What follows belongs to an exercise in optimizing a design on an open flow for small area; a production flow would make more cautious choices.
In this exercise RTL edits were held to simulation tests only and were not proved equivalent to the original.
Power figures rest on the tool's default switching activity, not on a simulated workload.

### flow/design.v
package csr_pkg;
    typedef logic [11:0] csr_addr_t;
    typedef logic [31:0] csr_word_t;
    localparam csr_addr_t CSR_MSTATUS   = 12'h300;
    localparam csr_addr_t CSR_MIE       = 12'h304;
    localparam csr_addr_t CSR_MTVEC     = 12'h305;
    localparam csr_addr_t CSR_MSCRATCH  = 12'h340;
    localparam csr_addr_t CSR_MEPC      = 12'h341;
    localparam csr_addr_t CSR_MCAUSE    = 12'h342;
    localparam csr_addr_t CSR_MTVAL     = 12'h343;
    localparam csr_addr_t CSR_MIP       = 12'h344;
    localparam csr_addr_t CSR_MCYCLE    = 12'hB00;
    localparam csr_addr_t CSR_MCYCLEH   = 12'hB80;
    localparam csr_addr_t CSR_CYCLE     = 12'hC00;
    localparam csr_addr_t CSR_CYCLEH    = 12'hC80;
    localparam csr_addr_t CSR_MVENDORID = 12'hF11;
    localparam csr_addr_t CSR_MARCHID   = 12'hF12;
    localparam csr_addr_t CSR_MIMPID    = 12'hF13;
    localparam csr_addr_t CSR_MHARTID   = 12'hF14;
    typedef struct packed {
        logic      we;
        csr_addr_t addr;
        csr_word_t data;
    } csr_wr_t;
endpackage
package trap_pkg;
    typedef enum logic [1:0] {
        PRIV_U = 2'b00,
        PRIV_M = 2'b11
    } priv_e;
    localparam logic [3:0] IRQ_MSI = 4'd3;
    localparam logic [3:0] IRQ_MTI = 4'd7;
    localparam logic [3:0] IRQ_MEI = 4'd11;
    localparam logic [15:0] XCPT_TVAL_SET = 16'hB0F3;
    typedef struct packed {
        logic [18:0] rsv_hi;
        logic [1:0]  mpp;
        logic [2:0]  rsv_mid;
        logic        mpie;
        logic [2:0]  rsv_lo;
        logic        mie;
        logic [2:0]  rsv_0;
    } status_fields_t;
    typedef union packed {
        status_fields_t      f;
        logic [31:0]         raw;
    } status_u;
    typedef struct packed {
        logic               valid;
        logic [3:0]         cause;
        logic [31:0]        tval;
    } xcpt_t;
    typedef struct packed {
        priv_e              priv;
        status_u            status;
        logic [31:0]        mepc;
        logic [31:0]        mcause;
    } trap_state_t;
endpackage
module cycle_counter
(
    input  logic             clk_i,
    input  logic             rst_i,
    input  csr_pkg::csr_wr_t csr_wr_i,
    output logic [63:0]      cycles_o
);
    logic [63:0] count_q;
    logic wr_lo;
    logic wr_hi;
    assign wr_lo = csr_wr_i.we && (csr_wr_i.addr == csr_pkg::CSR_MCYCLE);
    assign wr_hi = csr_wr_i.we && (csr_wr_i.addr == csr_pkg::CSR_MCYCLEH);
    always_ff @(posedge clk_i)
    begin
        if (rst_i)
        begin
            count_q <= 64'd0;
        end
        else if (wr_lo)
        begin
            count_q[31:0] <= csr_wr_i.data;
        end
        else if (wr_hi)
        begin
            count_q[63:32] <= csr_wr_i.data;
        end
        else
        begin
            count_q <= count_q + 64'd1;
        end
    end
    assign cycles_o = count_q;
endmodule
module csr_regs
#(
    parameter csr_pkg::csr_word_t HART_ID = 32'd0
)
(
    input  logic                 clk_i,
    input  logic                 rst_i,
    input  csr_pkg::csr_wr_t     csr_wr_i,
    input  csr_pkg::csr_addr_t   csr_raddr_i,
    input  logic                 ext_irq_i,
    input  logic                 tmr_irq_i,
    input  logic                 sft_irq_i,
    input  trap_pkg::trap_state_t trap_state_i,
    input  csr_pkg::csr_word_t   mtval_i,
    input  logic [63:0]          cycles_i,
    output csr_pkg::csr_word_t   mie_o,
    output csr_pkg::csr_word_t   mip_o,
    output csr_pkg::csr_word_t   mtvec_o,
    output csr_pkg::csr_word_t   csr_rdata_o
);
    csr_pkg::csr_word_t mie_q;
    csr_pkg::csr_word_t mip_q;
    csr_pkg::csr_word_t mtvec_q;
    csr_pkg::csr_word_t mscratch_q;
    csr_pkg::csr_word_t irq_lines;
    always_ff @(posedge clk_i)
    begin
        if (rst_i)
        begin
            mie_q      <= '0;
            mtvec_q    <= '0;
            mscratch_q <= '0;
        end
        else if (csr_wr_i.we)
        begin
            case (csr_wr_i.addr)
                csr_pkg::CSR_MIE:      mie_q      <= csr_wr_i.data;
                csr_pkg::CSR_MTVEC:    mtvec_q    <= csr_wr_i.data;
                csr_pkg::CSR_MSCRATCH: mscratch_q <= csr_wr_i.data;
                default:      ;
            endcase
        end
    end
    assign irq_lines = {20'd0, ext_irq_i, 3'd0, tmr_irq_i, 3'd0, sft_irq_i, 3'd0};
    always_ff @(posedge clk_i)
    begin
        if (rst_i)
        begin
            mip_q <= '0;
        end
        else
        begin
            mip_q <= irq_lines & mie_q;
        end
    end
    assign mie_o   = mie_q;
    assign mip_o   = mip_q;
    assign mtvec_o = mtvec_q;
    always_comb
    begin
        case (csr_raddr_i)
            csr_pkg::CSR_MSTATUS:   csr_rdata_o = trap_state_i.status.raw;
            csr_pkg::CSR_MIE:       csr_rdata_o = mie_q;
            csr_pkg::CSR_MTVEC:     csr_rdata_o = mtvec_q;
            csr_pkg::CSR_MSCRATCH:  csr_rdata_o = mscratch_q;
            csr_pkg::CSR_MEPC:      csr_rdata_o = trap_state_i.mepc;
            csr_pkg::CSR_MCAUSE:    csr_rdata_o = trap_state_i.mcause;
            csr_pkg::CSR_MTVAL:     csr_rdata_o = mtval_i;
            csr_pkg::CSR_MIP:       csr_rdata_o = mip_q;
            csr_pkg::CSR_MCYCLE,
            csr_pkg::CSR_CYCLE:     csr_rdata_o = cycles_i[31:0];
            csr_pkg::CSR_MCYCLEH,
            csr_pkg::CSR_CYCLEH:    csr_rdata_o = cycles_i[63:32];
            csr_pkg::CSR_MVENDORID: csr_rdata_o = '0;
            csr_pkg::CSR_MARCHID:   csr_rdata_o = '0;
            csr_pkg::CSR_MIMPID:    csr_rdata_o = '0;
            csr_pkg::CSR_MHARTID:   csr_rdata_o = HART_ID;
            default:       csr_rdata_o = '0;
        endcase
    end
endmodule
module trap_ctrl
(
    input  logic                  clk_i,
    input  logic                  rst_i,
    input  csr_pkg::csr_wr_t      csr_wr_i,
    input  trap_pkg::xcpt_t       xcpt_i,
    input  csr_pkg::csr_word_t    mie_i,
    input  csr_pkg::csr_word_t    mip_i,
    input  csr_pkg::csr_word_t    mtvec_i,
    input  csr_pkg::csr_word_t    nxt_pc_i,
    input  logic                  sys_jump_i,
    input  logic                  mret_i,
    output logic                  irq_taken_o,
    output csr_pkg::csr_word_t    pc_handler_o,
    output logic                  sys_jump_o,
    output csr_pkg::csr_word_t    sys_jump_pc_o,
    output trap_pkg::trap_state_t trap_state_o,
    output csr_pkg::csr_word_t    mtval_o,
    output trap_pkg::priv_e       priv_o
);
    trap_pkg::status_u   status_q;
    csr_pkg::csr_word_t mepc_q;
    csr_pkg::csr_word_t mcause_q;
    csr_pkg::csr_word_t mtval_q;
    trap_pkg::priv_e     priv_q;
    logic      trap_take;
    logic      trap_is_irq;
    logic [3:0] trap_cause;
    csr_pkg::csr_word_t irq_pend;
    csr_pkg::csr_word_t mcause_d;
    csr_pkg::csr_word_t tvec_base;
    logic      do_mret;
    assign irq_pend = mip_i & mie_i;
    always_comb
    begin
        trap_take   = 1'b0;
        trap_is_irq = 1'b0;
        trap_cause  = 4'd0;
        if (xcpt_i.valid)
        begin
            trap_take  = 1'b1;
            trap_cause = xcpt_i.cause;
        end
        else if ((priv_q == trap_pkg::PRIV_M) && status_q.f.mie)
        begin
            if (irq_pend[trap_pkg::IRQ_MEI])
            begin
                trap_take   = 1'b1;
                trap_is_irq = 1'b1;
                trap_cause  = trap_pkg::IRQ_MEI;
            end
            else if (irq_pend[trap_pkg::IRQ_MTI])
            begin
                trap_take   = 1'b1;
                trap_is_irq = 1'b1;
                trap_cause  = trap_pkg::IRQ_MTI;
            end
            else if (irq_pend[trap_pkg::IRQ_MSI])
            begin
                trap_take   = 1'b1;
                trap_is_irq = 1'b1;
                trap_cause  = trap_pkg::IRQ_MSI;
            end
        end
    end
    assign mcause_d = {trap_is_irq, 27'd0, trap_cause};
    assign tvec_base = {mtvec_i[31:2], 2'b00};
    always_comb
    begin
        if (trap_is_irq && (mtvec_i[1:0] == 2'b01))
        begin
            pc_handler_o = tvec_base + {26'd0, trap_cause, 2'b00};
        end
        else
        begin
            pc_handler_o = tvec_base;
        end
    end
    assign do_mret = sys_jump_i && mret_i;
    always_ff @(posedge clk_i)
    begin
        if (rst_i)
        begin
            status_q.raw <= 32'h0000_1808;
        end
        else if (trap_take)
        begin
            status_q.f.mpie <= status_q.f.mie;
            status_q.f.mie  <= 1'b0;
            status_q.f.mpp  <= priv_q;
        end
        else if (do_mret)
        begin
            status_q.f.mie  <= status_q.f.mpie;
            status_q.f.mpie <= 1'b1;
        end
        else if (csr_wr_i.we && (csr_wr_i.addr == csr_pkg::CSR_MSTATUS))
        begin
            status_q.raw <= csr_wr_i.data;
        end
    end
    always_ff @(posedge clk_i)
    begin
        if (rst_i)
        begin
            mepc_q   <= '0;
            mcause_q <= '0;
            mtval_q  <= '0;
        end
        else if (trap_take)
        begin
            mepc_q   <= nxt_pc_i;
            mcause_q <= mcause_d;
            if (xcpt_i.valid && trap_pkg::XCPT_TVAL_SET[xcpt_i.cause])
            begin
                mtval_q <= xcpt_i.tval;
            end
        end
        else if (csr_wr_i.we && !do_mret)
        begin
            case (csr_wr_i.addr)
                csr_pkg::CSR_MEPC:   mepc_q   <= csr_wr_i.data;
                csr_pkg::CSR_MCAUSE: mcause_q <= csr_wr_i.data;
                csr_pkg::CSR_MTVAL:  mtval_q  <= csr_wr_i.data;
                default:    ;
            endcase
        end
    end
    always_ff @(posedge clk_i)
    begin
        if (rst_i)
        begin
            priv_q <= trap_pkg::PRIV_M;
        end
        else if (trap_take)
        begin
            priv_q <= trap_pkg::PRIV_M;
        end
        else if (do_mret)
        begin
            priv_q <= (status_q.f.mpp == trap_pkg::PRIV_U) ? trap_pkg::PRIV_U : trap_pkg::PRIV_M;
        end
    end
    always_comb
    begin
        trap_state_o.priv   = priv_q;
        trap_state_o.status = status_q;
        trap_state_o.mepc   = mepc_q;
        trap_state_o.mcause = mcause_q;
    end
    assign irq_taken_o   = trap_take;
    assign sys_jump_o    = sys_jump_i;
    assign sys_jump_pc_o = mepc_q;
    assign mtval_o       = mtval_q;
    assign priv_o        = priv_q;
endmodule
module csr_file
#(
    parameter csr_pkg::csr_word_t HART_ID = 32'd0
)
(
    input  logic               clk_i,
    input  logic               rst_i,
    input  csr_pkg::csr_addr_t csr_raddr_i,
    output csr_pkg::csr_word_t csr_rdata_o,
    input  csr_pkg::csr_wr_t   csr_wr_i,
    input  logic               ext_irq_i,
    input  logic               tmr_irq_i,
    input  logic               sft_irq_i,
    input  trap_pkg::xcpt_t    xcpt_i,
    input  csr_pkg::csr_word_t nxt_pc_i,
    output logic               irq_taken_o,
    output csr_pkg::csr_word_t pc_handler_o,
    input  logic               sys_jump_i,
    input  logic               mret_i,
    output logic               sys_jump_o,
    output csr_pkg::csr_word_t sys_jump_pc_o,
    output trap_pkg::priv_e    priv_o
);
    csr_pkg::csr_word_t   mie_w;
    csr_pkg::csr_word_t   mip_w;
    csr_pkg::csr_word_t   mtvec_w;
    csr_pkg::csr_word_t   mtval_w;
    trap_pkg::trap_state_t trap_state_w;
    logic [63:0] cycles_w;
    cycle_counter cycle_counter_i
    (
        .clk_i    (clk_i),
        .rst_i    (rst_i),
        .csr_wr_i (csr_wr_i),
        .cycles_o (cycles_w)
    );
    csr_regs
    #(
        .HART_ID (HART_ID)
    )
    csr_regs_i
    (
        .clk_i        (clk_i),
        .rst_i        (rst_i),
        .csr_wr_i     (csr_wr_i),
        .csr_raddr_i  (csr_raddr_i),
        .ext_irq_i    (ext_irq_i),
        .tmr_irq_i    (tmr_irq_i),
        .sft_irq_i    (sft_irq_i),
        .trap_state_i (trap_state_w),
        .mtval_i      (mtval_w),
        .cycles_i     (cycles_w),
        .mie_o        (mie_w),
        .mip_o        (mip_w),
        .mtvec_o      (mtvec_w),
        .csr_rdata_o  (csr_rdata_o)
    );
    trap_ctrl trap_ctrl_i
    (
        .clk_i         (clk_i),
        .rst_i         (rst_i),
        .csr_wr_i      (csr_wr_i),
        .xcpt_i        (xcpt_i),
        .mie_i         (mie_w),
        .mip_i         (mip_w),
        .mtvec_i       (mtvec_w),
        .nxt_pc_i      (nxt_pc_i),
        .sys_jump_i    (sys_jump_i),
        .mret_i        (mret_i),
        .irq_taken_o   (irq_taken_o),
        .pc_handler_o  (pc_handler_o),
        .sys_jump_o    (sys_jump_o),
        .sys_jump_pc_o (sys_jump_pc_o),
        .trap_state_o  (trap_state_w),
        .mtval_o       (mtval_w),
        .priv_o        (priv_o)
    );
endmodule
module csr_top
(
    input  logic        clk_i,
    input  logic        rst_i,
    input  logic [11:0] csr_raddr_i,
    output logic [31:0] csr_rdata_o,
    input  logic        csr_we_i,
    input  logic [11:0] csr_waddr_i,
    input  logic [31:0] csr_wdata_i,
    input  logic        ext_irq_i,
    input  logic        tmr_irq_i,
    input  logic        sft_irq_i,
    input  logic        xcpt_valid_i,
    input  logic [3:0]  xcpt_cause_i,
    input  logic [31:0] xcpt_tval_i,
    input  logic [31:0] nxt_pc_i,
    output logic        irq_taken_o,
    output logic [31:0] pc_handler_o,
    input  logic        sys_jump_i,
    input  logic        mret_i,
    output logic        sys_jump_o,
    output logic [31:0] sys_jump_pc_o,
    output logic [1:0]  priv_o
);
    csr_pkg::csr_wr_t csr_wr;
    trap_pkg::xcpt_t  xcpt;
    trap_pkg::priv_e  priv;
    assign csr_wr.we   = csr_we_i;
    assign csr_wr.addr = csr_waddr_i;
    assign csr_wr.data = csr_wdata_i;
    assign xcpt.valid = xcpt_valid_i;
    assign xcpt.cause = xcpt_cause_i;
    assign xcpt.tval  = xcpt_tval_i;
    csr_file csr_file_i
    (
        .clk_i         (clk_i),
        .rst_i         (rst_i),
        .csr_raddr_i   (csr_raddr_i),
        .csr_rdata_o   (csr_rdata_o),
        .csr_wr_i      (csr_wr),
        .ext_irq_i     (ext_irq_i),
        .tmr_irq_i     (tmr_irq_i),
        .sft_irq_i     (sft_irq_i),
        .xcpt_i        (xcpt),
        .nxt_pc_i      (nxt_pc_i),
        .irq_taken_o   (irq_taken_o),
        .pc_handler_o  (pc_handler_o),
        .sys_jump_i    (sys_jump_i),
        .mret_i        (mret_i),
        .sys_jump_o    (sys_jump_o),
        .sys_jump_pc_o (sys_jump_pc_o),
        .priv_o        (priv)
    );
    assign priv_o = priv;
endmodule
### flow/run.sh
#!/bin/bash
# synth_recipe.tcl (not shown) runs the flow's synth.tcl, then flattens the netlist and writes it again
# the make line also repeats each setting of config.mk as NAME=value (left out here)
make -C /OpenROAD-flow-scripts/flow DESIGN_CONFIG=/design/flow/config.mk WORK_HOME=/design/flow/orfs CLKGATE_MAP_FILE= SYNTH_SCRIPT=/design/flow/synth_recipe.tcl finish
### flow/config.mk
export PLATFORM = sky130hd
export DESIGN_NAME = csr_top
export DESIGN_NICKNAME = csr_top
export VERILOG_FILES = /design/flow/design.v
export SDC_FILE = /design/flow/constraint.sdc
export NUM_CORES = 4
export LEC_CHECK = 0
export CAP_MARGIN = 20
export CORE_MARGIN = 2
export CORE_UTILIZATION = 40
export SETUP_SLACK_MARGIN = 0.1
export SLEW_MARGIN = 20
### flow/constraint.sdc
create_clock -name core_clock -period 4.75 [get_ports {clk_i}]
set_input_delay 0.9500 -clock core_clock [delete_from_list [all_inputs] [get_ports {clk_i}]]
set_output_delay 0.9500 -clock core_clock [all_outputs]
set_load 0.01 [all_outputs]
==> notes.md <==
-- worst max-delay path, cell delays in order --
cell	delay, ns
buf_6	0.09
nand3b_1	0.18
nor2_2	0.15
a21o_1	0.13
ha_2	0.19
inv_2	0.04
fa_2	0.35
nor2b_2	0.13
o21ai_2	0.08
a2111oi_4	0.34
buf_4	0.19
and4_1	0.20
buf_6	0.15
nand4_1	0.12
xnor2_1	0.19
buf_2	0.16
-- worst max-delay path by stage --
stage	startpoint	end	slack (ns)	cells after the start
after floorplan	xcpt_valid_i	pc_handler_o[22]	0.15	14
after global placement	xcpt_valid_i	pc_handler_o[22]	-0.61	16
after detailed placement	xcpt_valid_i	pc_handler_o[22]	-0.69	16
after CTS	xcpt_cause_i[0]	pc_handler_o[22]	0.06	14
after global routing	xcpt_valid_i	pc_handler_o[22]	0.01	16
final	xcpt_valid_i	pc_handler_o[22]	0.15	16
-- cell families after synthesis --
kind of cell / Yosys count / synth area share
XOR/XNOR: 38 / 0.0210
buffers and inverters: 237 / 0.0666
adder cells (fa/ha/maj): 6 / 0.00522
AND/OR/NAND/NOR: 820 / 0.235
flip-flops: 292 / 0.369
AO/OA/AOI/OAI: 492 / 0.203
other: 1 / 0.000237
multiplexers: 144 / 0.0999
-- per-layer routing --
| metal | routed length, um | track usage | vias to the layer above |
|---|---|---|---|
| met5 | 0 | 0 | - |
| met4 | 1950 | 0.105 | 0 |
| met3 | 6180 | 0.0594 | 111 |
| met2 | 27600 | 0.445 | 776 |
| met1 | 28000 | 0.431 | 7763 |
| li1 | - | - | 7519 |
-- report_power, final --
part / internal [mW] / leakage (nW) / switching [mW]
Clock: 1.61 / 0.568 / 1.10
Combinational: 0.239 / 4.23 / 0.307
Sequential: 2.50 / 2.37 / 0.0488
-- through the flow --
stage / power (mW) / setup WS (ns) / util / setup TNS [ns] / cells
6_report: 5.81 / 0.152 / 0.516 / 0 / 2724
5_1_grt: 5.98 / 0.0124 / 0.516 / 0 / 2722
4_1_cts: 5.83 / 0.0638 / 0.511 / 0 / 2714
3_5_place_dp: 3.13 / -0.693 / 0.480 / -9.91 / 2651
3_3_place_gp: 3.13 / -0.612 / 0.480 / -8.69 / 2651
2_1_floorplan: 2.86 / 0.148 / - / 0 / 2031
-- sequential cells by signal, indices dropped and copies added (netlist names) --
| name | flops |
|---|---|
| csr_file_i.csr_regs_i.mie_q | 32 |
| csr_file_i.csr_regs_i.mip_q | 3 |
| csr_file_i.csr_regs_i.mscratch_q | 32 |
| csr_file_i.csr_regs_i.mtvec_q | 32 |
| csr_file_i.cycle_counter_i.count_q | 64 |
| csr_file_i.trap_ctrl_i.mcause_q | 32 |
| csr_file_i.trap_ctrl_i.mepc_q | 32 |
| csr_file_i.trap_ctrl_i.mtval_q | 32 |
| csr_file_i.trap_ctrl_i.priv_q | 1 |
| csr_file_i.trap_ctrl_i.status_q | 32 |
-- final cells by class --
type                            instances  area, um^2  share of cell area
Antenna cell                            2        5.00            0.000250
Timing Repair Buffer                  334        3160               0.158
Clock inverter                         14         166             0.00830
Clock buffer                           47         980              0.0489
Tap cell                              518         648              0.0323
Inverter                               15        56.3             0.00281
Sequential cell                       292        5850               0.292
Multi-Input combinational cell       1502        9170               0.458
-- what timing repair did --
action | CTS | global route
resized for setup | 67 | 70
endpoints found under the setup margin | 37 | 48
buffers inserted | 2 | 6
endpoints found under the hold margin | 0 | 0
pin swaps | 6 | 13
cloned | 0 | 2
-- layout by cell type, fill, tap and decap left out, drive strengths merged, types with 7 or more instances in the layout --
master,netlist,final
a211oi,49,49
a21oi,174,174
a221o,8,8
a221oi,24,24
a22oi,46,46
a311oi,36,36
a31oi,22,22
a32oi,13,13
and2,16,16
and3,25,25
and4,17,17
buf,65,117
clkbuf,157,56
clkdlybuf4s50,0,184
clkinv,0,8
dfxtp,292,292
dlygate4sd2,0,7
dlymetal6s2s,0,16
inv,15,17
mux2,22,22
mux2i,113,113
mux4,9,9
nand2,411,411
nand3,45,45
nand4,26,26
nor2,183,183
nor2b,12,12
nor3,25,25
nor4,16,16
o21ai,61,61
o22ai,20,20
xnor2,24,24
xor2,14,14
==> results.yml <==
run_status:
  status: "finished clean"
job:
  drv_cap: 0
placement:
  place.gp.congestion: 0.920
  hpwl_um: 44700
  place_area_um2: 18600
  io_buffers: 230
global_route:
  antenna_found_initial: 2
  grt_max_degree: 151
  grt_pass1_wl_um: 94800
  grt_usage: 0.300
  grt_overflow: 0
  grt_pass1_vias: 15200
timing:
  worstMarginPinSlew_ns: 1.11
  grt_setup_unrepaired: "yes"
  slew_headroom: 0.254
  min_period_ns: 4.60
  fmax_mhz: 217
  whs_ns: 0.450
  fin_skew_ns: 0.0188
  fin_crit_sh: 0.968
  hold_viol_final: 0
  drv_slew: 0
  setup_viol: 0
clock_network:
  cts_sinks: 292
  htreeDepth: 2
  cts_buffer_depth: 3
  clock_latency_ns: 0.54
  ctsHoldBuffers: 0
  tritoncts: "yes"
  clkSlewWorstSetupHoldPaths_ns: 0.06
  cts-root-buf: "clkbuf_16"
  numCtsBuffers: 34
synthesis:
  synth_common_cells: "nand2_1 (411), dfxtp_1 (292), nor2_1 (183), a21oi_1 (174), clkbuf_1 (157)"
  synth-seq-cells: 292
  ys_seq_area_frac: 0.369
  synth-async-reset-ratio: 0
  synth.most_common_cell: "nand2_1"
  synth_cells: 2030
  synth_warnings: 3
  ys_types: 77
  synth_area_um2: 15800
  yosys.area.top_type: "dfxtp_1"
  synth_top_area_frac: 0.369
  synthFlopType: "dfxtp_1"
  synthTopCellsByArea: "dfxtp_1 (37%), nand2_1 (9.7%), mux2i_1 (7.1%)"
  synth.avg_cell_area_um2: 7.80
  synth_edf_count: 0
pwr:
  leakagePower_nw: 7.17
  p_per_area_nw_per_um2: 290
  vdd.ir_drop.worst_v: 0.000191
final_layout:
  stdcell_area_um2: 20000
  nFillCells: 3670
  drive_above_1_share: 0.125
  area_growth_pct: 26.6
  nNetsFinal: 2318
floorplan:
  io_pins: 233
  coreArea_um2: 38800
  die-area_um2: 41200
  row_count: 72
  initial_core_util: 0.408
  die_h_um: 203
  fp.dieW_um: 203
min_path:
  min_from: "csr_file_i.trap_ctrl_i.mcause_q[26]$_SDFFE_PP0P_"
  hold_depth: 2
  whs_endpoint: "csr_file_i.trap_ctrl_i.mcause_q[26]$_SDFFE_PP0P_"
  hp-class: "flop to flop"
route:
  wl_per_cell_um: 23.4
  firstDrtPassIters: 6
  viasPerCell: 5.94
  wirelength_um: 63700
  drcViolationCount: 0
  dr.first_iter.drc_count: 1613
  postRouteAntennaNets: 0
  vias: 16200
setup_path:
  arrival_ns: 3.65
  timing.rr.end: "csr_file_i.cycle_counter_i.count_q[47]$_SDFFE_PP0N_"
  crit_type: "input pin to primary output"
  worstPathMaxFanout: 6
  rrSetupSlack_ns: 1.61
  r2r_cells: 7
  reg2reg_from: "csr_file_i.cycle_counter_i.count_q[17]$_SDFFE_PP0P_"
  crit_required_ns: 3.80
  start_kind: "input pin"
  crit_path_end_kind: "primary output"

==> afterwards: timing with drivers on the ports <==
The results above use ideal ports. As a check the final layout listed here was re-extracted and re-timed, cells and wires unchanged. Step 1 assumes that a clkbuf_16 drives the clock port and a buf_2 every other input. Step 2 adds t to the input delays and takes it off the output delays; t is the mean of the earliest and latest rising clock arrival at the registers after step 1. Input paths then give back, and output paths get back, about the clock's delay inside the block. Slacks: ideal / step 1 / step 2; pairs: ideal / step 1.
shift t [ns]: 0.586
slack for setup (ns): 0.152 / 0.116 / 0.116
worst data-port slew with drivers (ns): 0.11
After both steps this run still meets setup and hold. For this run, drivers alone change the setup slack by -0.036 ns; drivers and shift together by -0.036 ns.
